What follows belongs to an exercise in optimizing a design on an open flow for small area, a short achievable clock period and few clock cycles; a production flow would make more cautious choices.
Function was checked by simulation only, so behaviour that the tests miss may differ from the original.
Power figures rest on the tool's default switching activity, not on a simulated workload.

File: design/flow/flow/run.sh
#!/bin/bash
# The standard layout (the standard.sh, all ORFS steps to finish), with
# one change: the buffers that buffer_ports puts on every input and output
# port are buf_4 cells instead of the default delay buffer. All of make's
# output goes to flow_standard.log in this folder; the tools' own logs stay
# under orfs/logs/.
set -euo pipefail
bash standard.sh "BUFFER_PORTS_ARGS=-buffer_cell sky130_fd_sc_hd__buf_4" finish > flow_standard.log 2>&1
File: design/flow/standard.sh
#!/bin/bash
# synth_recipe.tcl (not shown) runs the flow's synth.tcl, then flattens the netlist and writes it again
# the make line also repeats each setting of config.mk as NAME=value (left out here)
make -C /OpenROAD-flow-scripts/flow DESIGN_CONFIG=/design/flow/config.mk WORK_HOME=/design/flow/orfs CLKGATE_MAP_FILE= SYNTH_SCRIPT=/design/flow/synth_recipe.tcl "${@:-finish}"
File: design/flow/config.mk
export PLATFORM = sky130hd
export DESIGN_NAME = lifo_stack_engine_top
export DESIGN_NICKNAME = lifo_stack_engine_top
export VERILOG_FILES = /design/flow/design.v
export SDC_FILE = /design/flow/constraint.sdc
export NUM_CORES = 4
export LEC_CHECK = 0
export ABC_AREA = 1
export CAP_MARGIN = 20
export CORE_MARGIN = 2
export CORE_UTILIZATION = 68
export CTS_CLUSTER_DIAMETER = 100
export CTS_CLUSTER_SIZE = 26
export PLACE_DENSITY = 0.78
export SETUP_SLACK_MARGIN = 3.8
export SLEW_MARGIN = 20
export TNS_END_PERCENT = 100
File: design/flow/constraint.sdc
create_clock -name core_clock -period 6.0 [get_ports {i_clk}]
set_input_delay 1.2000 -clock core_clock [delete_from_list [all_inputs] [get_ports {i_clk}]]
set_output_delay 1.2000 -clock core_clock [all_outputs]
set_load 0.01 [all_outputs]
File: design/flow/design.v
package lse_pkg;
    localparam int DATA_W       = 32;
    localparam int CNT_W        = 7;
    localparam int CMD_W        = 3;
    localparam int STAT_W       = 2;
    localparam int RESULT_LIMIT = 64;
    localparam logic [CMD_W-1:0] CMD_PUSH   = 3'd0;
    localparam logic [CMD_W-1:0] CMD_POP    = 3'd1;
    localparam logic [CMD_W-1:0] CMD_LIST   = 3'd2;
    localparam logic [CMD_W-1:0] CMD_TOP3   = 3'd3;
    localparam logic [CMD_W-1:0] CMD_POPN   = 3'd4;
    localparam logic [CMD_W-1:0] CMD_BOT3   = 3'd5;
    localparam logic [STAT_W-1:0] ST_OK    = 2'd0;
    localparam logic [STAT_W-1:0] ST_FULL  = 2'd1;
    localparam logic [STAT_W-1:0] ST_EMPTY = 2'd2;
    localparam logic [STAT_W-1:0] ST_SHORT = 2'd3;
    typedef struct packed {
        logic [CMD_W-1:0]         op;
        logic signed [DATA_W-1:0] value;
        logic [CNT_W-1:0]         count;
    } t_cmd;
endpackage
module lse_ram #(
    parameter int W = 32,
    parameter int D = 64
) (
    input  logic         i_clk,
    input  logic [D-1:0] i_wsel,
    input  logic [W-1:0] i_wdata,
    input  logic [D-1:0] i_rsel,
    output logic [W-1:0] o_rdata
);
    logic [W-1:0] r_mem [D];
    always_ff @(posedge i_clk) begin
        for (int e = 0; e < D; e++) begin
            if (i_wsel[e]) begin
                r_mem[e] <= i_wdata;
            end
        end
    end
    always_comb begin
        o_rdata = '0;
        for (int e = 0; e < D; e++) begin
            o_rdata = o_rdata | (r_mem[e] & {W{i_rsel[e]}});
        end
    end
endmodule
import lse_pkg::*;
module lse_back #(
    parameter int DEPTH = 64
) (
    input  logic                     i_clk,
    input  logic                     i_rst_n,
    input  logic                     i_cmd_valid,
    output logic                     o_cmd_ready,
    input  logic [CMD_W-1:0]         i_command,
    input  logic [DATA_W-1:0]        i_push_value,
    input  logic [CNT_W-1:0]         i_pop_count,
    output logic [DEPTH-1:0]         o_wsel,
    output logic [DATA_W-1:0]        o_wdata,
    output logic [DEPTH-1:0]         o_rsel,
    input  logic [DATA_W-1:0]        i_rdata,
    output logic                     o_res_valid,
    input  logic                     i_res_ready,
    output logic [STAT_W-1:0]        o_status,
    output logic signed [DATA_W-1:0] o_data,
    output logic                     o_last
);
    localparam int AW = $clog2(DEPTH);
    logic              r_rdy, n_rdy;
    logic              r_cv, n_cv;
    logic [CMD_W-1:0]  r_cop, n_cop;
    logic [AW-1:0]     r_crem, n_crem;   
    logic [DATA_W-1:0] r_cval;
    logic [DEPTH-1:0]  r_rsel, n_rsel;
    logic [DEPTH:0]    r_fill, n_fill;
    logic              r_busy, n_busy;
    logic              r_blist, n_blist;
    logic [AW-1:0]     r_rem, n_rem;
    logic              r_ov, n_ov;
    logic [STAT_W-1:0] r_ost, n_ost;
    logic              r_olast, n_olast;
    logic [DATA_W-1:0] r_odata, n_odata;
    logic              r_sv, n_sv;
    logic [STAT_W-1:0] r_sst;
    logic              r_slast;
    logic [DATA_W-1:0] r_sdata;
    logic              acc, cmd_keep, can, empty, full, lt3, drain;
    logic              pv, puse, plast, step_ra;
    logic [STAT_W-1:0] pst;
    logic [DATA_W-1:0] pdata;
    logic              f_dn, f_up, f_hold;
    logic [AW-1:0]     crem_in;
    logic [DEPTH-1:0]  ld_rsel;
    logic              ra_hold, ld_p, ld_s, o_hold, cmulti;
    assign acc = i_cmd_valid && r_rdy;
    assign cmd_keep = (i_command <= CMD_BOT3) && !(i_command == CMD_POPN && i_pop_count == '0);
    assign crem_in = (i_pop_count > CNT_W'(RESULT_LIMIT)) ? AW'(RESULT_LIMIT - 1)
                                                          : AW'(i_pop_count - CNT_W'(1));
    assign can = !r_sv;
    assign empty = r_fill[0];
    assign full = r_fill[DEPTH];
    assign lt3 = r_fill[0] || r_fill[1] || r_fill[2];
    assign drain = r_ov && i_res_ready;
    always_comb begin
        pv = 1'b0;
        puse = 1'b0;
        plast = 1'b1;
        pst = ST_OK;
        f_dn = 1'b0;
        f_up = 1'b0;
        n_busy = r_busy;
        n_blist = r_blist;
        n_rem = r_rem;
        step_ra = 1'b0;
        if (can) begin
            if (r_busy) begin
                pv = 1'b1;
                step_ra = 1'b1;
                n_rem = r_rem - AW'(1);
                if (r_blist) begin
                    puse = 1'b1;
                    plast = r_rsel[0];
                    n_busy = !r_rsel[0];
                end else begin
                    plast = (r_rem == AW'(1));
                    n_busy = (r_rem != AW'(1));
                    if (empty) begin
                        pst = ST_EMPTY;
                    end else begin
                        puse = 1'b1;
                        f_dn = 1'b1;
                    end
                end
            end else if (r_cv) begin
                pv = 1'b1;
                unique case (r_cop)
                    CMD_PUSH: begin
                        if (full) begin
                            pst = ST_FULL;
                        end else begin
                            f_up = 1'b1;
                        end
                    end
                    CMD_POP: begin
                        if (empty) begin
                            pst = ST_EMPTY;
                        end else begin
                            puse = 1'b1;
                            f_dn = 1'b1;
                        end
                    end
                    CMD_LIST: begin
                        if (empty) begin
                            pst = ST_EMPTY;
                        end else begin
                            puse = 1'b1;
                            plast = r_fill[1];
                            if (!r_fill[1]) begin
                                n_busy = 1'b1;
                                n_blist = 1'b1;
                                step_ra = 1'b1;
                            end
                        end
                    end
                    CMD_POPN: begin
                        plast = (r_crem == '0);
                        if (r_crem != '0) begin
                            n_busy = 1'b1;
                            n_blist = 1'b0;
                            n_rem = r_crem;
                            step_ra = 1'b1;
                        end
                        if (empty) begin
                            pst = ST_EMPTY;
                        end else begin
                            puse = 1'b1;
                            f_dn = 1'b1;
                        end
                    end
                    default: begin  
                        if (lt3) begin
                            pst = ST_SHORT;
                        end else begin
                            puse = 1'b1;
                        end
                    end
                endcase
            end
        end
    end
    assign f_hold = !f_dn && !f_up;
    assign n_fill = ({(DEPTH + 1){f_dn}} & {1'b0, r_fill[DEPTH:1]}) |
                    ({(DEPTH + 1){f_up}} & {r_fill[DEPTH-1:0], 1'b0}) |
                    ({(DEPTH + 1){f_hold}} & r_fill);
    assign o_wsel = r_fill[DEPTH-1:0];
    assign o_wdata = r_cval;
    assign o_rsel = r_rsel;
    assign pdata = puse ? i_rdata : '0;
    always_comb begin
        n_cv = r_cv && !(can && !r_busy);
        n_cop = r_cop;
        n_crem = r_crem;
        if (acc) begin
            n_cv = cmd_keep;
            n_cop = i_command;
            n_crem = crem_in;
        end
    end
    always_comb begin
        if (i_command == CMD_BOT3) begin
            ld_rsel = DEPTH'(4);
        end else if (i_command == CMD_TOP3) begin
            ld_rsel = {2'b00, n_fill[DEPTH:3]};
        end else begin
            ld_rsel = n_fill[DEPTH:1];
        end
    end
    assign ra_hold = !acc && !step_ra;
    assign n_rsel = ({DEPTH{acc}} & ld_rsel) |
                    ({DEPTH{!acc && step_ra}} & {r_rsel[0], r_rsel[DEPTH-1:1]}) |
                    ({DEPTH{ra_hold}} & r_rsel);
    assign n_sv = (pv ? r_ov : r_sv) && !drain;
    assign n_ov = pv || r_sv || (r_ov && !i_res_ready);
    assign ld_p = pv && (!r_ov || i_res_ready);
    assign ld_s = !pv && r_sv && i_res_ready;
    assign o_hold = !ld_p && !ld_s;
    assign n_ost = ({STAT_W{ld_p}} & pst) | ({STAT_W{ld_s}} & r_sst) | ({STAT_W{o_hold}} & r_ost);
    assign n_olast = (ld_p & plast) | (ld_s & r_slast) | (o_hold & r_olast);
    assign n_odata = ({DATA_W{ld_p}} & pdata) | ({DATA_W{ld_s}} & r_sdata) |
                     ({DATA_W{o_hold}} & r_odata);
    assign cmulti = (n_cop == CMD_LIST && !n_fill[0] && !n_fill[1]) ||
                    (n_cop == CMD_POPN && n_crem != '0);
    always_comb begin
        if (n_busy) begin
            n_rdy = !n_sv && (n_blist ? n_rsel[0] : (n_rem == AW'(1)));
        end else if (n_cv) begin
            n_rdy = !n_sv && !cmulti;
        end else begin
            n_rdy = 1'b1;
        end
    end
    always_ff @(posedge i_clk) begin
        if (!i_rst_n) begin
            r_rdy <= 1'b1;
            r_cv <= 1'b0;
            r_fill <= (DEPTH + 1)'(1);
            r_busy <= 1'b0;
            r_ov <= 1'b0;
            r_sv <= 1'b0;
        end else begin
            r_rdy <= n_rdy;
            r_cv <= n_cv;
            r_fill <= n_fill;
            r_busy <= n_busy;
            r_ov <= n_ov;
            r_sv <= n_sv;
        end
    end
    always_ff @(posedge i_clk) begin
        r_cop <= n_cop;
        r_crem <= n_crem;
        r_rsel <= n_rsel;
        r_blist <= n_blist;
        r_rem <= n_rem;
        r_ost <= n_ost;
        r_olast <= n_olast;
        r_odata <= n_odata;
        if (acc) begin
            r_cval <= i_push_value;
        end
        if (pv) begin
            r_sst <= pst;
            r_slast <= plast;
            r_sdata <= pdata;
        end
    end
    assign o_cmd_ready = r_rdy;
    assign o_res_valid = r_ov;
    assign o_status = r_ost;
    assign o_data = r_odata;
    assign o_last = r_olast;
endmodule
import lse_pkg::*;
module lifo_stack_engine_top #(
    parameter int DEPTH = 64
) (
    input  logic                     i_clk,
    input  logic                     i_rst_n,
    input  logic                     i_cmd_valid,
    output logic                     o_cmd_ready,
    input  logic [CMD_W-1:0]         i_command,
    input  logic signed [DATA_W-1:0] i_push_value,
    input  logic [CNT_W-1:0]         i_pop_count,
    output logic                     o_res_valid,
    input  logic                     i_res_ready,
    output logic [STAT_W-1:0]        o_status,
    output logic signed [DATA_W-1:0] o_data,
    output logic                     o_last
);
    logic [DEPTH-1:0]  wsel, rsel;
    logic [DATA_W-1:0] wdata, rdata;
    lse_back #(.DEPTH(DEPTH)) u_back (
        .i_clk        (i_clk),
        .i_rst_n      (i_rst_n),
        .i_cmd_valid  (i_cmd_valid),
        .o_cmd_ready  (o_cmd_ready),
        .i_command    (i_command),
        .i_push_value (i_push_value),
        .i_pop_count  (i_pop_count),
        .o_wsel       (wsel),
        .o_wdata      (wdata),
        .o_rsel       (rsel),
        .i_rdata      (rdata),
        .o_res_valid  (o_res_valid),
        .i_res_ready  (i_res_ready),
        .o_status     (o_status),
        .o_data       (o_data),
        .o_last       (o_last)
    );
    lse_ram #(.W(DATA_W), .D(DEPTH)) u_ram (
        .i_clk   (i_clk),
        .i_wsel  (wsel),
        .i_wdata (wdata),
        .i_rsel  (rsel),
        .o_rdata (rdata)
    );
endmodule
==> impl_metrics.toml, run 1 <==
[logic_synthesis]
syn_area_per_cell_um2 = 13.4
ys_seq_area_share_pct = 78.3
synth_fp_nets = 6457
synth.lib_cells_used.distinct = 53
synth_edf_count = 2115
yosysTopAreaCellShare_pct = 74.0
synthTopCellsByArea = "sky130_fd_sc_hd__edfxtp_1 74%, sky130_fd_sc_hd__nand2_1 9.8%, sky130_fd_sc_hd__dfxtp_1 4.3%"
ys_async_sr_fraction_pct = 0
netlist_area_um2 = 85800
yosysWarningCount = 3
syn_inst = 6407
postSynth.topFlopCell = "sky130_fd_sc_hd__edfxtp_1"
biggest_area_consumer_among_synthesized_cells = "sky130_fd_sc_hd__edfxtp_1"
ys_seq_elements = 2300

[die]
rows = 130
die-area_um2 = 129000
core_region_area_um2 = 125000
fp.dieW_um = 359
dieHeight_um = 359
io_pins = 83
initial_core_util_pct = 68.4

[grt]
number_of_antenna_violations_at_the_first_check_in_global_routing = 23
grt_max_degree = 65
grt_first_pass_wirelength_mm = 423
vias_in_the_first_global_route = 54600
track_usage_pct = 48.6
grt-ovfl-total = 0

[worst_setup_path]
crit_slowest_cell = "sky130_fd_sc_hd__dfxtp_4"
startpoint_type = "flip-flop"
timing.critical_path.slowest_cell_delay_ns = 0.36
worst_ep_required_time_ns = 4.80
worstSetupEndpointType = "output pin"
cp_top_family = "flip-flops"
crit-reg2reg-launch = "u_back.r_rsel[54]$_DFF_P_"
cp_cell_sequence = "buf_6"
timing.rr.end = "u_back.r_sdata[14]$_DFFE_PP_"
r2r_cells = 5
data_arrival_time_at_the_worst_slack_endpoint_ns = 1.23
critPathMaxFanout = 2
critPathKind = "flip-flop to output pin"
worstSetupPathDepth = 1
rrSetupSlack_ns = 3.67
worst-path-buf-inv = 1

[timing]
min_hold_slack_ns = 0.472
timing.final.max_slew_violations = 0
min_clock_period_post_route_ns = 2.43
finalSetupViolations = 0
relSlewSlack_pct = 9.99
timing.clock.skew_ns = 0.0368
achievable-frequency_mhz = 412
grt_setup_unrepaired = "yes"
final_hold_viols = 0
final_min_period_over_clock_period_pct = 40.4
fin_setup_tns_ns = 0
worst-slew-pin-transition_ns = 1.35
setup_slack_ns = 3.57

[clock_network]
cts_num_sinks = 2300
ctsHtreeMaxLevel = 3
cts_max_path_buffers = 3
cts-buffers-inserted = 98
clk_pin_slew_ns = 0.10
cts_tree = "built"
clk-insertion-delay-late_ns = 0.76
cts_root_buf = "sky130_fd_sc_hd__clkbuf_16"

[layout]
flow.area_growth_from_synthesis_pct = 10.3
layout_net_count = 6615
final_layout_size_suffix_gt1_share_pct = 12.5
postLayoutCoreUtil_pct = 75.5

[place]
hpwlAfterDp_mm = 164
portBuffers = 82
preCtsSetupSlack_ns = 1.97
gpl.final_weighted_congestion = 0.950

[worst_hold_path]
worst_case_hold_path_end_point = "u_back.r_odata[11]$_DFF_P_"
min-delay-start = "u_back.r_sdata[11]$_DFFE_PP_"
type_of_the_worst_min_delay_path = "flip-flop to flip-flop"
worst_hold_path.num_cells = 2

[pwr]
total_power_uw = 26500
irDropWorstVdd_mv = 0.237
p_per_area_nw_per_um2 = 281
total_leakage_power_uw = 0.0314

[route]
route.detailed.vias_per_inst = 7.28
drt_iter0_drc = 14400
detail_route.drc_violations = 0
number_of_vias_in_the_routed_layout = 60300
overall_routed_net_length_mm = 320
post_drt_wl_per_cell_um = 38.6
drtPass1Iterations = 9
drtAntennaViolNets = 0

[flow_run]
drv_cap = 0

[run_status]
run_status = "no timing/DRC/antenna violations"
-- worst register-to-register path: stages, from the launching register on --
cell and delay [ns]:
sky130_fd_sc_hd__dfxtp_4 0.74, sky130_fd_sc_hd__buf_6 0.47, sky130_fd_sc_hd__nand2_1 0.11, sky130_fd_sc_hd__nand4_1 0.14, sky130_fd_sc_hd__nor4_2 0.08, sky130_fd_sc_hd__a31oi_1 0.52
-- routing by layer --
metal / global-route usage [%] / routed length [µm] / share of wire [%] / vias up
met5: 0 / 446 / 0.14 / -
met4: 37.7 / 31900 / 10 / 22
met3: 23.4 / 69000 / 22 / 1862
met2: 66.2 / 128000 / 40 / 7238
met1: 59.9 / 90400 / 28 / 28000
li1: - / - / - / 23200
-- flip-flops by register name, summed over array words and instances (netlist names) --
name and cells:
u_back.r_sdata 32, u_back.r_sv 1, u_back.r_fill 65, u_back.r_odata 32, u_back.r_olast 1, u_back.r_crem 6, u_back.r_cv 1, u_back.r_ost 2
u_back.r_rsel 64, u_back.r_cop 3, u_back.r_slast 1, u_back.r_rdy 1, u_back.r_busy 1, u_back.r_cval 32, u_back.r_blist 1, u_back.r_rem 6
u_back.r_ov 1, u_back.r_sst 2, u_ram.r_mem 2048
-- cell usage after synthesis, types with 22 or more instances --
library cell,instances
sky130_fd_sc_hd__nand2_1,2238
sky130_fd_sc_hd__edfxtp_1,2115
sky130_fd_sc_hd__nand4_1,401
sky130_fd_sc_hd__clkbuf_1,283
sky130_fd_sc_hd__nor2_1,234
sky130_fd_sc_hd__inv_1,193
sky130_fd_sc_hd__dfxtp_1,185
sky130_fd_sc_hd__nand3_1,164
sky130_fd_sc_hd__a22o_1,84
sky130_fd_sc_hd__o22ai_1,66
sky130_fd_sc_hd__nor4_1,50
sky130_fd_sc_hd__a21oi_1,49
sky130_fd_sc_hd__a221oi_1,45
sky130_fd_sc_hd__o21bai_1,43
sky130_fd_sc_hd__nor3_1,31
sky130_fd_sc_hd__o21ai_0,28
sky130_fd_sc_hd__o21ai_1,25
sky130_fd_sc_hd__buf_2,22
sky130_fd_sc_hd__o2111ai_1,22
-- through the flow --
stage	area [µm²]	instances
CTS	93200	8191
global route	94600	8256
finish	94600	8285
floorplan	85900	6407
global placement	88800	8003
detailed placement	88800	8003
-- cells in the final DEF (no fill, tap or decap), types with 27 or more instances in the layout --
cell                        count
sky130_fd_sc_hd__a221oi_1      41
sky130_fd_sc_hd__a21oi_1       37
sky130_fd_sc_hd__buf_6         82
sky130_fd_sc_hd__diode_2       30
sky130_fd_sc_hd__clkbuf_16    102
sky130_fd_sc_hd__buf_4        231
sky130_fd_sc_hd__nand4_1      401
sky130_fd_sc_hd__edfxtp_1    2115
sky130_fd_sc_hd__nor2_1       216
sky130_fd_sc_hd__a22o_1        84
sky130_fd_sc_hd__clkbuf_1      38
sky130_fd_sc_hd__nand3_1      156
sky130_fd_sc_hd__o21ai_0       27
sky130_fd_sc_hd__inv_1        187
sky130_fd_sc_hd__dfxtp_2      107
sky130_fd_sc_hd__nand2_1     2227
sky130_fd_sc_hd__o22ai_1       66
sky130_fd_sc_hd__buf_12        37
sky130_fd_sc_hd__dfxtp_4       64
sky130_fd_sc_hd__o21bai_1      43
-- how the worst max path moves through the flow --
| stage | startpoint | endpoint | slack (ns) |
|---|---|---|---|
| CTS | u_back.r_rdy$_SDFF_PN1_ | o_cmd_ready | 3.54 |
| global placement | u_back.r_fill[0]$_SDFF_PN1_ | u_back.r_rsel[4]$_DFF_P_ | 2.00 |
| floorplan | i_cmd_valid | u_back.r_rdy$_SDFF_PN1_ | 3.73 |
| detailed placement | u_back.r_fill[0]$_SDFF_PN1_ | u_back.r_rsel[4]$_DFF_P_ | 1.97 |
| finish | u_back.r_rdy$_SDFF_PN1_ | o_cmd_ready | 3.57 |
| global route | u_back.r_rdy$_SDFF_PN1_ | o_cmd_ready | 3.57 |
-- logic make-up after synthesis --
| group | Yosys count | synth area share, % |
|---|---|---|
| adder cells (fa/ha/maj) | 4 | 0.0583 |
| XOR/XNOR | 1 | 0.0102 |
| buffers and inverters | 528 | 2.44 |
| flip-flops | 2300 | 78.3 |
| AO/OA/AOI/OAI | 414 | 3.53 |
| AND/OR/NAND/NOR | 3160 | 15.6 |
-- report_power, final --
part | leakage, µW | switching, µW | internal [µW]
Combinational | 0.00939 | 803 | 266
Sequential | 0.0207 | 98.0 | 17600
Clock | 0.00129 | 4700 | 3070
-- timing repair --
action	CTS	global route
hold buffers	0	0
buffers inserted	41	60
cloned	7	4
endpoints found under the setup margin	234	151
pin swaps	16	32
gates resized for setup	309	148
-- cell type report --
type	instances	area, µm²
multi-input cells	3583	17500
clock inverters	3	45.0
repair buffers	375	3910
well taps	1650	2060
flip-flops and latches	2300	67600
repair inverters	1	7.51
inverters	206	843
fillers	7217	30800
clock buffers	137	2620
diodes	30	75.1
Testbench counts, summed over its fixed seeds: cycles 16,877.
==> inputs of run 2 (changes only) <==
--- a/design/flow/config.mk
+++ b/design/flow/config.mk
@@ -10,6 +10,6 @@
 export CORE_MARGIN = 2
-export CORE_UTILIZATION = 68
+export CORE_UTILIZATION = 60
 export CTS_CLUSTER_DIAMETER = 100
-export CTS_CLUSTER_SIZE = 26
-export PLACE_DENSITY = 0.78
+export CTS_CLUSTER_SIZE = 20
+export PLACE_DENSITY = 0.7
 export SETUP_SLACK_MARGIN = 3.8
==> run 2 against run 1 <==
  * Power grew 5.5%
  * Clock power up 19%
  * Register-to-register slack barely moved
  * Final cell count increased by 2.7%
  * Setup slack lost 0.10 ns
  * Combinational power about the same
  * Still clean on timing, DRC and antenna
==> impl_metrics.toml, run 2 <==
[die]
die-area_um2 = 146000
rows = 138
io_pins = 83
fp.dieW_um = 382
dieHeight_um = 382
core_region_area_um2 = 142000
initial_core_util_pct = 60.5

[worst_setup_path]
cp_top_family = "flip-flops"
crit-reg2reg-launch = "u_back.r_cop[2]$_DFF_P_"
critPathKind = "flip-flop to output pin"
worstSetupPathDepth = 1
r2r_cells = 11
timing.critical_path.slowest_cell_delay_ns = 0.40
worst_ep_required_time_ns = 4.80
data_arrival_time_at_the_worst_slack_endpoint_ns = 1.33
critPathMaxFanout = 2
crit_slowest_cell = "sky130_fd_sc_hd__dfxtp_4"
startpoint_type = "flip-flop"
worst-path-buf-inv = 1
critical_path.startpoint = "u_back.r_odata[14]$_DFF_P_"
worstSetupEndpointType = "output pin"
cp_cell_sequence = "buf_6"
cp-endpoint = "o_data[14]"
rrSetupSlack_ns = 3.68
timing.rr.end = "u_back.r_sdata[14]$_DFFE_PP_"

[layout]
leading_cell_type_in_the_layout_fill_and_taps_excluded = "sky130_fd_sc_hd__nand2_1"
register_bank_with_the_most_flops = "u_ram.r_mem"
non_filler_instance_count_after_layout = 8505
final_layout_size_suffix_gt1_share_pct = 12.2
flow.area_growth_from_synthesis_pct = 11.1
layout_top_registers = "u_ram.r_mem (2048), u_back.r_fill (65), u_back.r_rsel (64)"
largest_register_ffs = 2048
layout.cells.most_common_list = "2232 x sky130_fd_sc_hd__nand2_1, 2115 x sky130_fd_sc_hd__edfxtp_1, 401 x sky130_fd_sc_hd__nand4_1"
layout_net_count = 6614

[route]
drtPass1Iterations = 9
overall_routed_net_length_mm = 326
drtAntennaViolNets = 0
post_drt_wl_per_cell_um = 38.4
drt_iter0_drc = 13800
detail_route.drc_violations = 0
route.detailed.vias_per_inst = 6.99
number_of_vias_in_the_routed_layout = 59400

[logic_synthesis]
netlist_area_um2 = 85800
ys_seq_area_share_pct = 78.3
postSynth.topFlopCell = "sky130_fd_sc_hd__edfxtp_1"
synth_edf_count = 2115
synth_commonest_cells = "2238 x sky130_fd_sc_hd__nand2_1, 2115 x sky130_fd_sc_hd__edfxtp_1, 401 x sky130_fd_sc_hd__nand4_1"
synth-xor-area-share_pct = 0.0102
synth_top_family_by_area = "simple AND/OR/NAND/NOR gates"
yosysTopAreaCellShare_pct = 74.0
mux_cell_area_share_after_synthesis_pct = 0
synth_fp_nets = 6457
ys_seq_elements = 2300
post_synth_adder_cell_area_pct = 0.0583
synthMostInstantiatedCell = "sky130_fd_sc_hd__nand2_1"
synth.lib_cells_used.distinct = 53
syn_inst = 6407
ys_async_sr_fraction_pct = 0
yosysWarningCount = 3
syn_area_per_cell_um2 = 13.4
biggest_area_consumer_among_synthesized_cells = "sky130_fd_sc_hd__edfxtp_1"
area_fraction_in_and_or_nand_and_nor_cells_after_synthesis_pct = 15.6
synth_compound_area_share_pct = 3.53
synthTopCellsByArea = "sky130_fd_sc_hd__edfxtp_1 74%, sky130_fd_sc_hd__nand2_1 9.8%, sky130_fd_sc_hd__dfxtp_1 4.3%"

[grt]
vias_in_the_first_global_route = 53100
grt_first_pass_wirelength_mm = 433
grt-ovfl-total = 0
number_of_antenna_violations_at_the_first_check_in_global_routing = 8
grt_max_degree = 68
track_usage_pct = 44.2

[timing]
finalSetupViolations = 0
achievable-frequency_mhz = 396
timing.clock.skew_ns = 0.0258
grt_setup_unrepaired = "yes"
setup_slack_ns = 3.47
final_hold_viols = 0
fin_setup_tns_ns = 0
final_min_period_over_clock_period_pct = 42.1
min_hold_slack_ns = 0.464
timing.final.max_slew_violations = 0
min_clock_period_post_route_ns = 2.53
relSlewSlack_pct = 12.5
worst-slew-pin-transition_ns = 1.31

[place]
portBuffers = 82
hpwlAfterDp_mm = 167
preCtsSetupSlack_ns = 2.17
gpl.final_weighted_congestion = 0.928
dp_cells = 8244

[clock_network]
cts_tree = "built"
cts-buffers-inserted = 132
holdBufCountCts = 0
clk_pin_slew_ns = 0.09
clk-insertion-delay-late_ns = 0.82
ctsHtreeMaxLevel = 4
cts_num_sinks = 2300
cts_root_buf = "sky130_fd_sc_hd__clkbuf_16"
cts_max_path_buffers = 3

[pwr]
p_per_area_nw_per_um2 = 294
irDropWorstVdd_mv = 0.324
total_power_uw = 28000
total_leakage_power_uw = 0.0316

[worst_hold_path]
worst_hold_path.num_cells = 2
type_of_the_worst_min_delay_path = "flip-flop to flip-flop"

[run_status]
run_status = "no timing/DRC/antenna violations"

[flow_run]
drv_cap = 0
## run 2: cell counts after synthesis
Identical to the previous run, type by type.
## run 2: how the worst min path moves through the flow
stage	startpoint	endpoint
after detailed placement	u_back.r_slast$_DFFE_PP_	u_back.r_olast$_DFF_P_
after CTS	u_back.r_sdata[30]$_DFFE_PP_	u_back.r_odata[30]$_DFF_P_
after global placement	u_back.r_sdata[8]$_DFFE_PP_	u_back.r_odata[8]$_DFF_P_
after floorplan	u_back.r_sst[1]$_DFFE_PP_	u_back.r_ost[1]$_DFF_P_
final	u_back.r_sdata[30]$_DFFE_PP_	u_back.r_odata[30]$_DFF_P_
after global routing	u_back.r_sdata[3]$_DFFE_PP_	u_back.r_odata[3]$_DFF_P_
## run 2: timing repair
| action | 4_1_cts | 5_1_grt |
|---|---|---|
| cloned | 5 | 4 |
| pin swaps | 15 | 15 |
| endpoints found under the hold margin | 0 | 0 |
| buffers inserted | 30 | 37 |
| gates resized for setup | 287 | 121 |
| setup endpoints to repair | 231 | 153 |
## run 2: final cells by class
class / count / area (µm²)
antenna: 10 / 25.0
multi-input combinational: 3583 / 17300
sequential: 2300 / 67600
timing repair inverter: 1 / 7.51
inverter: 206 / 843
clock buffer: 173 / 3630
tap: 1890 / 2360
timing repair buffer: 340 / 3530
fill: 9673 / 46400
clock inverter: 2 / 25.0
## run 2: power by group
part | total (µW) | switching [µW] | internal (µW)
sequential | 17700 | 85.4 | 17600
combinational | 1080 | 811 | 264
clock | 9250 | 5020 | 4230
total | 28000 | 5910 | 22100
## run 2: cells by family (layout without fill, tap and decap cells)
logic type	Yosys count	after routing
fa+ha+maj	4	4
buf+inv	528	722
xor+xnor	1	1
flops	2300	2300
other cells	0	10
compound gates	414	414
simple gates	3160	3164
## run 2: per-layer routing
metal	routed length [µm]	part of all wire [%]	track usage, %
met1	101000	31	56.9
met2	137000	42	63.1
met3	61400	19	16.3
met4	26600	8.1	29.6
met5	307	0.094	0
## run 2: metrics by stage
stage	util (%)	cell area [µm²]
floorplan	-	85900
CTS	66.4	94200
global placement	62.9	89100
detailed placement	62.9	89100
finish	67.2	95300
global route	67.2	95300
==> inputs of run 3 (changes only) <==
--- a/design/flow/config.mk
+++ b/design/flow/config.mk
@@ -10,6 +10,6 @@
 export CORE_MARGIN = 2
-export CORE_UTILIZATION = 60
+export CORE_UTILIZATION = 64
 export CTS_CLUSTER_DIAMETER = 100
-export CTS_CLUSTER_SIZE = 20
-export PLACE_DENSITY = 0.7
+export CTS_CLUSTER_SIZE = 24
+export PLACE_DENSITY = 0.74
 export SETUP_SLACK_MARGIN = 3.8
==> run 3 against run 2 <==
  * Sequential cell count unchanged
  * Largest cell class unchanged
  * Clock skew up 0.0066 ns
  * Still clean on timing, DRC and antenna
  * Largest power group unchanged
  * Sequential share of layout area up 0.080 points
  * Combinational power up 4%
  * Power down 3.7%
  * Clock-buffer cell count down 21
  * Register-to-register slack better by 0.04 ns
  * Utilization up 4.2 points
==> impl_metrics.toml, run 3 <==
[run_status]
run_status = "no timing/DRC/antenna violations"

[place]
dp_cells = 8131
portBuffers = 82
hpwlAfterDp_mm = 166
gpl.final_weighted_congestion = 0.944
preCtsSetupSlack_ns = 2.53

[clock_network]
cts_max_path_buffers = 3
cts_root_buf = "sky130_fd_sc_hd__clkbuf_16"
cts-buffers-inserted = 106
clk_pin_slew_ns = 0.11
cts_tree = "built"
cts_num_sinks = 2300
holdBufCountCts = 0
clk-insertion-delay-late_ns = 0.78
ctsHtreeMaxLevel = 3

[worst_setup_path]
timing.critical_path.slowest_cell_delay_ns = 0.37
worst-path-buf-inv = 1
data_arrival_time_at_the_worst_slack_endpoint_ns = 1.26
critPathMaxFanout = 2
worstSetupEndpointType = "output pin"
crit-reg2reg-launch = "u_back.r_rsel[22]$_DFF_P_"
r2r_cells = 5
critPathKind = "flip-flop to output pin"
cp_cell_sequence = "buf_6"
timing.rr.end = "u_back.r_sdata[10]$_DFFE_PP_"
startpoint_type = "flip-flop"
critical_path.startpoint = "u_back.r_rdy$_SDFF_PN1_"
crit_slowest_cell = "sky130_fd_sc_hd__dfxtp_4"
worst_ep_required_time_ns = 4.80
rrSetupSlack_ns = 3.72
cp_top_family = "flip-flops"

[timing]
setup_slack_ns = 3.54
grt_setup_unrepaired = "yes"
final_hold_viols = 0
worst-slew-pin-transition_ns = 1.28
timing.clock.skew_ns = 0.0324
achievable-frequency_mhz = 407
final_min_period_over_clock_period_pct = 41.0
min_clock_period_post_route_ns = 2.46
timing.final.max_slew_violations = 0
fin_setup_tns_ns = 0
relSlewSlack_pct = 14.5
finalSetupViolations = 0

[logic_synthesis]
synth_top_family_by_area = "simple AND/OR/NAND/NOR gates"
synth_compound_area_share_pct = 3.53
synth_edf_count = 2115
postSynth.topFlopCell = "sky130_fd_sc_hd__edfxtp_1"
yosysWarningCount = 3
biggest_area_consumer_among_synthesized_cells = "sky130_fd_sc_hd__edfxtp_1"
mux_cell_area_share_after_synthesis_pct = 0
yosysTopAreaCellShare_pct = 74.0
netlist_area_um2 = 85800
synthMostInstantiatedCell = "sky130_fd_sc_hd__nand2_1"
syn_inst = 6407
synth-xor-area-share_pct = 0.0102
synthTopCellsByArea = "sky130_fd_sc_hd__edfxtp_1 74%, sky130_fd_sc_hd__nand2_1 9.8%, sky130_fd_sc_hd__dfxtp_1 4.3%"
synth_commonest_cells = "2238 x sky130_fd_sc_hd__nand2_1, 2115 x sky130_fd_sc_hd__edfxtp_1, 401 x sky130_fd_sc_hd__nand4_1"
ys_async_sr_fraction_pct = 0
ys_seq_elements = 2300
synth.lib_cells_used.distinct = 53
ys_seq_area_share_pct = 78.3
syn_area_per_cell_um2 = 13.4
area_fraction_in_and_or_nand_and_nor_cells_after_synthesis_pct = 15.6
post_synth_adder_cell_area_pct = 0.0583
synth_fp_nets = 6457

[worst_hold_path]
type_of_the_worst_min_delay_path = "flip-flop to flip-flop"
worst_hold_path.num_cells = 2
min-delay-start = "u_back.r_sst[1]$_DFFE_PP_"
worst_case_hold_path_end_point = "u_back.r_ost[1]$_DFF_P_"

[die]
rows = 134
core_region_area_um2 = 133000
fp.dieW_um = 370
initial_core_util_pct = 64.4
die-area_um2 = 137000
io_pins = 83
dieHeight_um = 370

[grt]
grt_first_pass_wirelength_mm = 424
number_of_antenna_violations_at_the_first_check_in_global_routing = 16
grt_max_degree = 65
vias_in_the_first_global_route = 53700
grt-ovfl-total = 0
track_usage_pct = 46.1

[route]
drtAntennaViolNets = 0
route.detailed.vias_per_inst = 7.13
number_of_vias_in_the_routed_layout = 60100
drtPass1Iterations = 12
drt_iter0_drc = 13400
post_drt_wl_per_cell_um = 38.0
detail_route.drc_violations = 0
overall_routed_net_length_mm = 320

[pwr]
total_leakage_power_uw = 0.0316
switchingPower_uw = 5710
power.combinational.fraction_pct = 4.1
clkPwrFrac_pct = 30.3
seq_power_share_pct = 65.6
total_power_uw = 27000
power.switching_fraction_pct = 21.2
irDropWorstVdd_mv = 0.245
internal-power_uw = 21300
p_per_area_nw_per_um2 = 283

[layout]
register_bank_with_the_most_flops = "u_ram.r_mem"
layout_top_registers = "u_ram.r_mem (2048), u_back.r_fill (65), u_back.r_rsel (64)"
postLayoutCoreUtil_pct = 71.4
final_layout_size_suffix_gt1_share_pct = 12.9
leading_cell_type_in_the_layout_fill_and_taps_excluded = "sky130_fd_sc_hd__nand2_1"
layout.cells.most_common_list = "2229 x sky130_fd_sc_hd__nand2_1, 2115 x sky130_fd_sc_hd__edfxtp_1, 401 x sky130_fd_sc_hd__nand4_1"
largest_register_ffs = 2048
flow.area_growth_from_synthesis_pct = 10.9
layout_net_count = 6639
non_filler_instance_count_after_layout = 8419

[flow_run]
drv_cap = 0
==> run 3: cell counts after synthesis <==
Identical to the previous run, type by type.
==> run 3: power by group through the flow <==
stage	Sequential [µW]	Combinational, µW	Clock (µW)
finish	17700	1120	8160
detailed placement	18100	915	0
global route	17700	1150	8580
global placement	18100	901	0
floorplan	18200	356	0
CTS	17700	996	8050
==> run 3: routing by layer <==
layer	share of wire (%)	global-route usage, %
met1	30	58.5
met2	41	64.3
met3	20	19.0
met4	9.0	33.4
met5	0.046	0
==> run 3: cells by family after synthesis <==
| kind of cell | count (synthesis) |
|---|---|
| buffers and inverters | 528 |
| DFF | 2300 |
| AOI/OAI and AO/OA | 414 |
| and+or+nand+nor | 3160 |
| adders and majority gates | 4 |
| xor gates and xnor gates | 1 |
==> run 3: timing repair <==
item	in CTS	in global routing
gates resized for setup	319	134
pin swaps	17	41
setup buffers	37	72
endpoints found under the setup margin	231	160
gates cloned	8	1
==> run 3: worst max path at each step <==
stage                               end  depth (start not counted)  slack [ns]
3_3_place_gp   u_back.r_rsel[1]$_DFF_P_                          9        2.51
6_report                    o_cmd_ready                          1        3.54
5_1_grt                     o_cmd_ready                          1        3.52
3_5_place_dp   u_back.r_rsel[1]$_DFF_P_                          9        2.53
4_1_cts                     o_cmd_ready                          1        3.52
2_1_floorplan   u_back.r_rdy$_SDFF_PN1_                         12        3.73
==> run 3: per-stage QoR <==
step / hold WS, ns / area [µm²]
after floorplan: 0.435 / 85900
after global placement: 0.438 / 89000
after detailed placement: 0.447 / 89000
after CTS: 0.469 / 93800
after global routing: 0.492 / 95200
final: 0.469 / 95200
==> run 3: cell type report <==
cell class                 count  area (µm²)
clock inverter                 3        58.8
timing repair buffer         394        4130
timing repair inverter         1        7.51
multi-input combinational   3580       17400
sequential                  2300       67600
clock buffer                 152        2890
inverter                     206         831
fill                        8392       38100
antenna                       15        37.5
tap                         1768        2210
==> inputs of run 4 (changes only) <==
--- a/design/flow/config.mk
+++ b/design/flow/config.mk
@@ -10,6 +10,6 @@
 export CORE_MARGIN = 2
-export CORE_UTILIZATION = 64
+export CORE_UTILIZATION = 71
 export CTS_CLUSTER_DIAMETER = 100
-export CTS_CLUSTER_SIZE = 24
-export PLACE_DENSITY = 0.74
+export CTS_CLUSTER_SIZE = 26
+export PLACE_DENSITY = 0.8
 export SETUP_SLACK_MARGIN = 3.8
==> run 4 against run 3 <==
  * Design area is 1.1% lower
  * First-iteration DRC count is 5.5% higher
  * Maximum frequency is 0.36% lower
  * Setup slack worse by 0.0088 ns
  * Clock-buffer cell count is 14 lower
  * Largest power group unchanged
  * Clock power is 3.9% lower
  * Critical path type unchanged
==> impl_metrics.toml, run 4 <==
[run_status]
run_status = "no timing/DRC/antenna violations"

[die]
io_pins = 83
dieHeight_um = 352
fp.dieW_um = 352
rows = 127
core_region_area_um2 = 120000
initial_core_util_pct = 71.5
die-area_um2 = 124000

[worst_hold_path]
type_of_the_worst_min_delay_path = "flip-flop to flip-flop"

[logic_synthesis]
area_fraction_in_and_or_nand_and_nor_cells_after_synthesis_pct = 15.6
ys_async_sr_fraction_pct = 0
postSynth.topFlopCell = "sky130_fd_sc_hd__edfxtp_1"
mux_cell_area_share_after_synthesis_pct = 0
synth_commonest_cells = "2238 x sky130_fd_sc_hd__nand2_1, 2115 x sky130_fd_sc_hd__edfxtp_1, 401 x sky130_fd_sc_hd__nand4_1"
ys_seq_elements = 2300
syn_inst = 6407
netlist_area_um2 = 85800
synth_compound_area_share_pct = 3.53
yosysTopAreaCellShare_pct = 74.0
synth_top_family_by_area = "simple AND/OR/NAND/NOR gates"
synthMostInstantiatedCell = "sky130_fd_sc_hd__nand2_1"
synth_edf_count = 2115
synth_fp_nets = 6457
ys_seq_area_share_pct = 78.3
yosysWarningCount = 3
synthTopCellsByArea = "sky130_fd_sc_hd__edfxtp_1 74%, sky130_fd_sc_hd__nand2_1 9.8%, sky130_fd_sc_hd__dfxtp_1 4.3%"
synth-xor-area-share_pct = 0.0102
post_synth_adder_cell_area_pct = 0.0583
synth.lib_cells_used.distinct = 53
syn_area_per_cell_um2 = 13.4
biggest_area_consumer_among_synthesized_cells = "sky130_fd_sc_hd__edfxtp_1"

[layout]
layout.cells.most_common_list = "2226 x sky130_fd_sc_hd__nand2_1, 2115 x sky130_fd_sc_hd__edfxtp_1, 401 x sky130_fd_sc_hd__nand4_1"
register_bank_with_the_most_flops = "u_ram.r_mem"
final_layout_size_suffix_gt1_share_pct = 12.1
layout_top_registers = "u_ram.r_mem (2048), u_back.r_fill (65), u_back.r_rsel (64)"
postLayoutCoreUtil_pct = 78.5
fill_cells = 6388
flow.area_growth_from_synthesis_pct = 9.76
layout_net_count = 6590
leading_cell_type_in_the_layout_fill_and_taps_excluded = "sky130_fd_sc_hd__nand2_1"
largest_register_ffs = 2048

[timing]
fin_setup_tns_ns = 0
timing.final.max_slew_violations = 0
timing.clock.skew_ns = 0.0349
grt_setup_unrepaired = "yes"
final_hold_viols = 0
relSlewSlack_pct = 16.5
finalSetupViolations = 0
setup_slack_ns = 3.53
final_min_period_over_clock_period_pct = 41.1
achievable-frequency_mhz = 405
min_clock_period_post_route_ns = 2.47
worst-slew-pin-transition_ns = 1.25

[worst_setup_path]
critPathKind = "flip-flop to output pin"
data_arrival_time_at_the_worst_slack_endpoint_ns = 1.27
crit-reg2reg-launch = "u_back.r_fill[1]$_SDFF_PN0_"
worst-path-buf-inv = 1
worst_ep_required_time_ns = 4.80
crit_slowest_cell = "sky130_fd_sc_hd__dfxtp_4"
worstSetupEndpointType = "output pin"
r2r_cells = 7
timing.rr.end = "u_back.r_rsel[1]$_DFF_P_"
worstSetupPathDepth = 1
cp-endpoint = "o_data[9]"
cp_cell_sequence = "buf_6"
critPathMaxFanout = 2
cp_top_family = "flip-flops"
rrSetupSlack_ns = 3.64
startpoint_type = "flip-flop"
critical_path.startpoint = "u_back.r_odata[9]$_DFF_P_"
timing.critical_path.slowest_cell_delay_ns = 0.37

[clock_network]
cts-buffers-inserted = 98
cts_num_sinks = 2300
cts_tree = "built"
cts_max_path_buffers = 3
cts_root_buf = "sky130_fd_sc_hd__clkbuf_16"
clk_pin_slew_ns = 0.10
ctsHtreeMaxLevel = 3
clk-insertion-delay-late_ns = 0.78

[pwr]
seq_power_share_pct = 66.5
power.combinational.fraction_pct = 4.1
total_power_uw = 26600
p_per_area_nw_per_um2 = 283
internal-power_uw = 21000
irDropWorstVdd_mv = 0.267
switchingPower_uw = 5600
clkPwrFrac_pct = 29.5
total_leakage_power_uw = 0.0312
power.switching_fraction_pct = 21.1

[place]
portBuffers = 82
gpl.final_weighted_congestion = 0.959
hpwlAfterDp_mm = 161
preCtsSetupSlack_ns = 2.16

[flow_run]
drv_cap = 0

[route]
post_drt_wl_per_cell_um = 38.1
detail_route.drc_violations = 0
drtAntennaViolNets = 0
route.detailed.vias_per_inst = 7.37
drt_iter0_drc = 14100
drtPass1Iterations = 11
overall_routed_net_length_mm = 313
number_of_vias_in_the_routed_layout = 60600

[grt]
number_of_antenna_violations_at_the_first_check_in_global_routing = 12
grt_first_pass_wirelength_mm = 414
vias_in_the_first_global_route = 54300
grt-ovfl-total = 0
grt_max_degree = 65
track_usage_pct = 50.3
==> run 4: area by class of cell <==
cell class,instances,area (µm²),share of cell area (%)
flip-flops and latches,2300,67600,71.8
multi-input cells,3582,17400,18.4
repair buffers,351,3530,3.74
clock buffers,138,2670,2.83
well taps,1612,2020,2.14
inverters,206,841,0.893
clock inverters,6,85.1,0.0904
diodes,22,55.1,0.0585
repair inverters,1,7.51,0.00797
==> run 4: through the flow <==
stage / area (µm²) / instances / hold WS [ns]
floorplan: 85900 / 6407 / 0.435
global placement: 88700 / 7956 / 0.439
detailed placement: 88700 / 7956 / 0.444
CTS: 93100 / 8154 / 0.464
global route: 94100 / 8197 / 0.485
finish: 94200 / 8218 / 0.461
==> run 4: kinds of logic after synthesis <==
logic type | after synthesis
AOI/OAI and AO/OA | 414
buffers and inverters | 528
adders and majority gates | 4
and+or+nand+nor | 3160
DFF | 2300
xor gates and xnor gates | 1
==> run 4: how the worst min path moves through the flow <==
stage,from,to,slack (ns),depth (start not counted)
after CTS,u_back.r_sdata[1]$_DFFE_PP_,u_back.r_odata[1]$_DFF_P_,0.46,2
after global placement,u_back.r_sdata[20]$_DFFE_PP_,u_back.r_odata[20]$_DFF_P_,0.44,2
final,u_back.r_sdata[15]$_DFFE_PP_,u_back.r_odata[15]$_DFF_P_,0.46,2
after global routing,u_back.r_sdata[31]$_DFFE_PP_,u_back.r_odata[31]$_DFF_P_,0.49,2
after floorplan,u_back.r_sst[1]$_DFFE_PP_,u_back.r_ost[1]$_DFF_P_,0.44,2
after detailed placement,u_back.r_sdata[15]$_DFFE_PP_,u_back.r_odata[15]$_DFF_P_,0.44,2
==> run 4: worst min-delay path: stages, from the launching register on <==
cell	delay (ns)
sky130_fd_sc_hd__edfxtp_1	0.33
sky130_fd_sc_hd__nand2_1	0.05
sky130_fd_sc_hd__nand3_1	0.06
==> run 4: power groups by stage <==
stage | combinational [µW] | sequential, µW | clock, µW
finish | 1080 | 17700 | 7840
global route | 1120 | 17700 | 8210
CTS | 967 | 17700 | 7680
detailed placement | 877 | 18100 | 0
global placement | 862 | 18100 | 0
floorplan | 356 | 18200 | 0
==> run 4: timing repair <==
item | CTS | global route
setup buffers | 48 | 40
hold buffers | 0 | 0
gates resized for setup | 296 | 129
cloned | 6 | 2
endpoints found under the setup margin | 232 | 137
pin swaps | 13 | 36
==> run 4: routing by layer <==
layer  GRT usage (%)  vias up  routed length (µm)
li1                -    23100                   -
met1            61.3    28000               88300
met2            68.9     7388              126000
met4            38.4       24               30800
met5            1.88        -                 476
met3            24.7     2030               67100

afterwards: timing with drivers on the ports:
Ports are ideal in the flow. The routed layouts listed here were re-timed in OpenROAD. Step 1, drivers: a clkbuf_16 drives i_clk and a buf_2 each remaining input, both assumed. Step 2 adds t to the input delays and takes it off the output delays; t is the mean of the earliest and latest rising clock arrival at the registers after step 1. Input paths then give back, and output paths get back, about the clock's delay inside the block. a / b / c = no drivers / after step 1 / after step 2; a / b = the first two.
| run | t, ns | setup WS [ns] | latest minus earliest clock arrival (ns) | worst slew at a driven data input, ns | cell pins on the clock port's net |
|---|---|---|---|---|---|
| run 1 | 0.814 | 3.574 / 3.499 / 3.118 | 0.040 / 0.040 | 0.09 | 1 |
| run 2 | 0.887 | 3.472 / 3.393 / 2.966 | 0.033 / 0.034 | 0.07 | 1 |
| run 3 | 0.839 | 3.542 / 3.469 / 3.061 | 0.040 / 0.040 | 0.08 | 1 |
| run 4 | 0.841 | 3.533 / 3.455 / 3.080 | 0.041 / 0.041 | 0.08 | 1 |
After both steps every run listed still meets setup and hold. For run 2, which loses most, drivers alone change the setup slack by -0.079 ns; drivers and shift together by -0.506 ns.
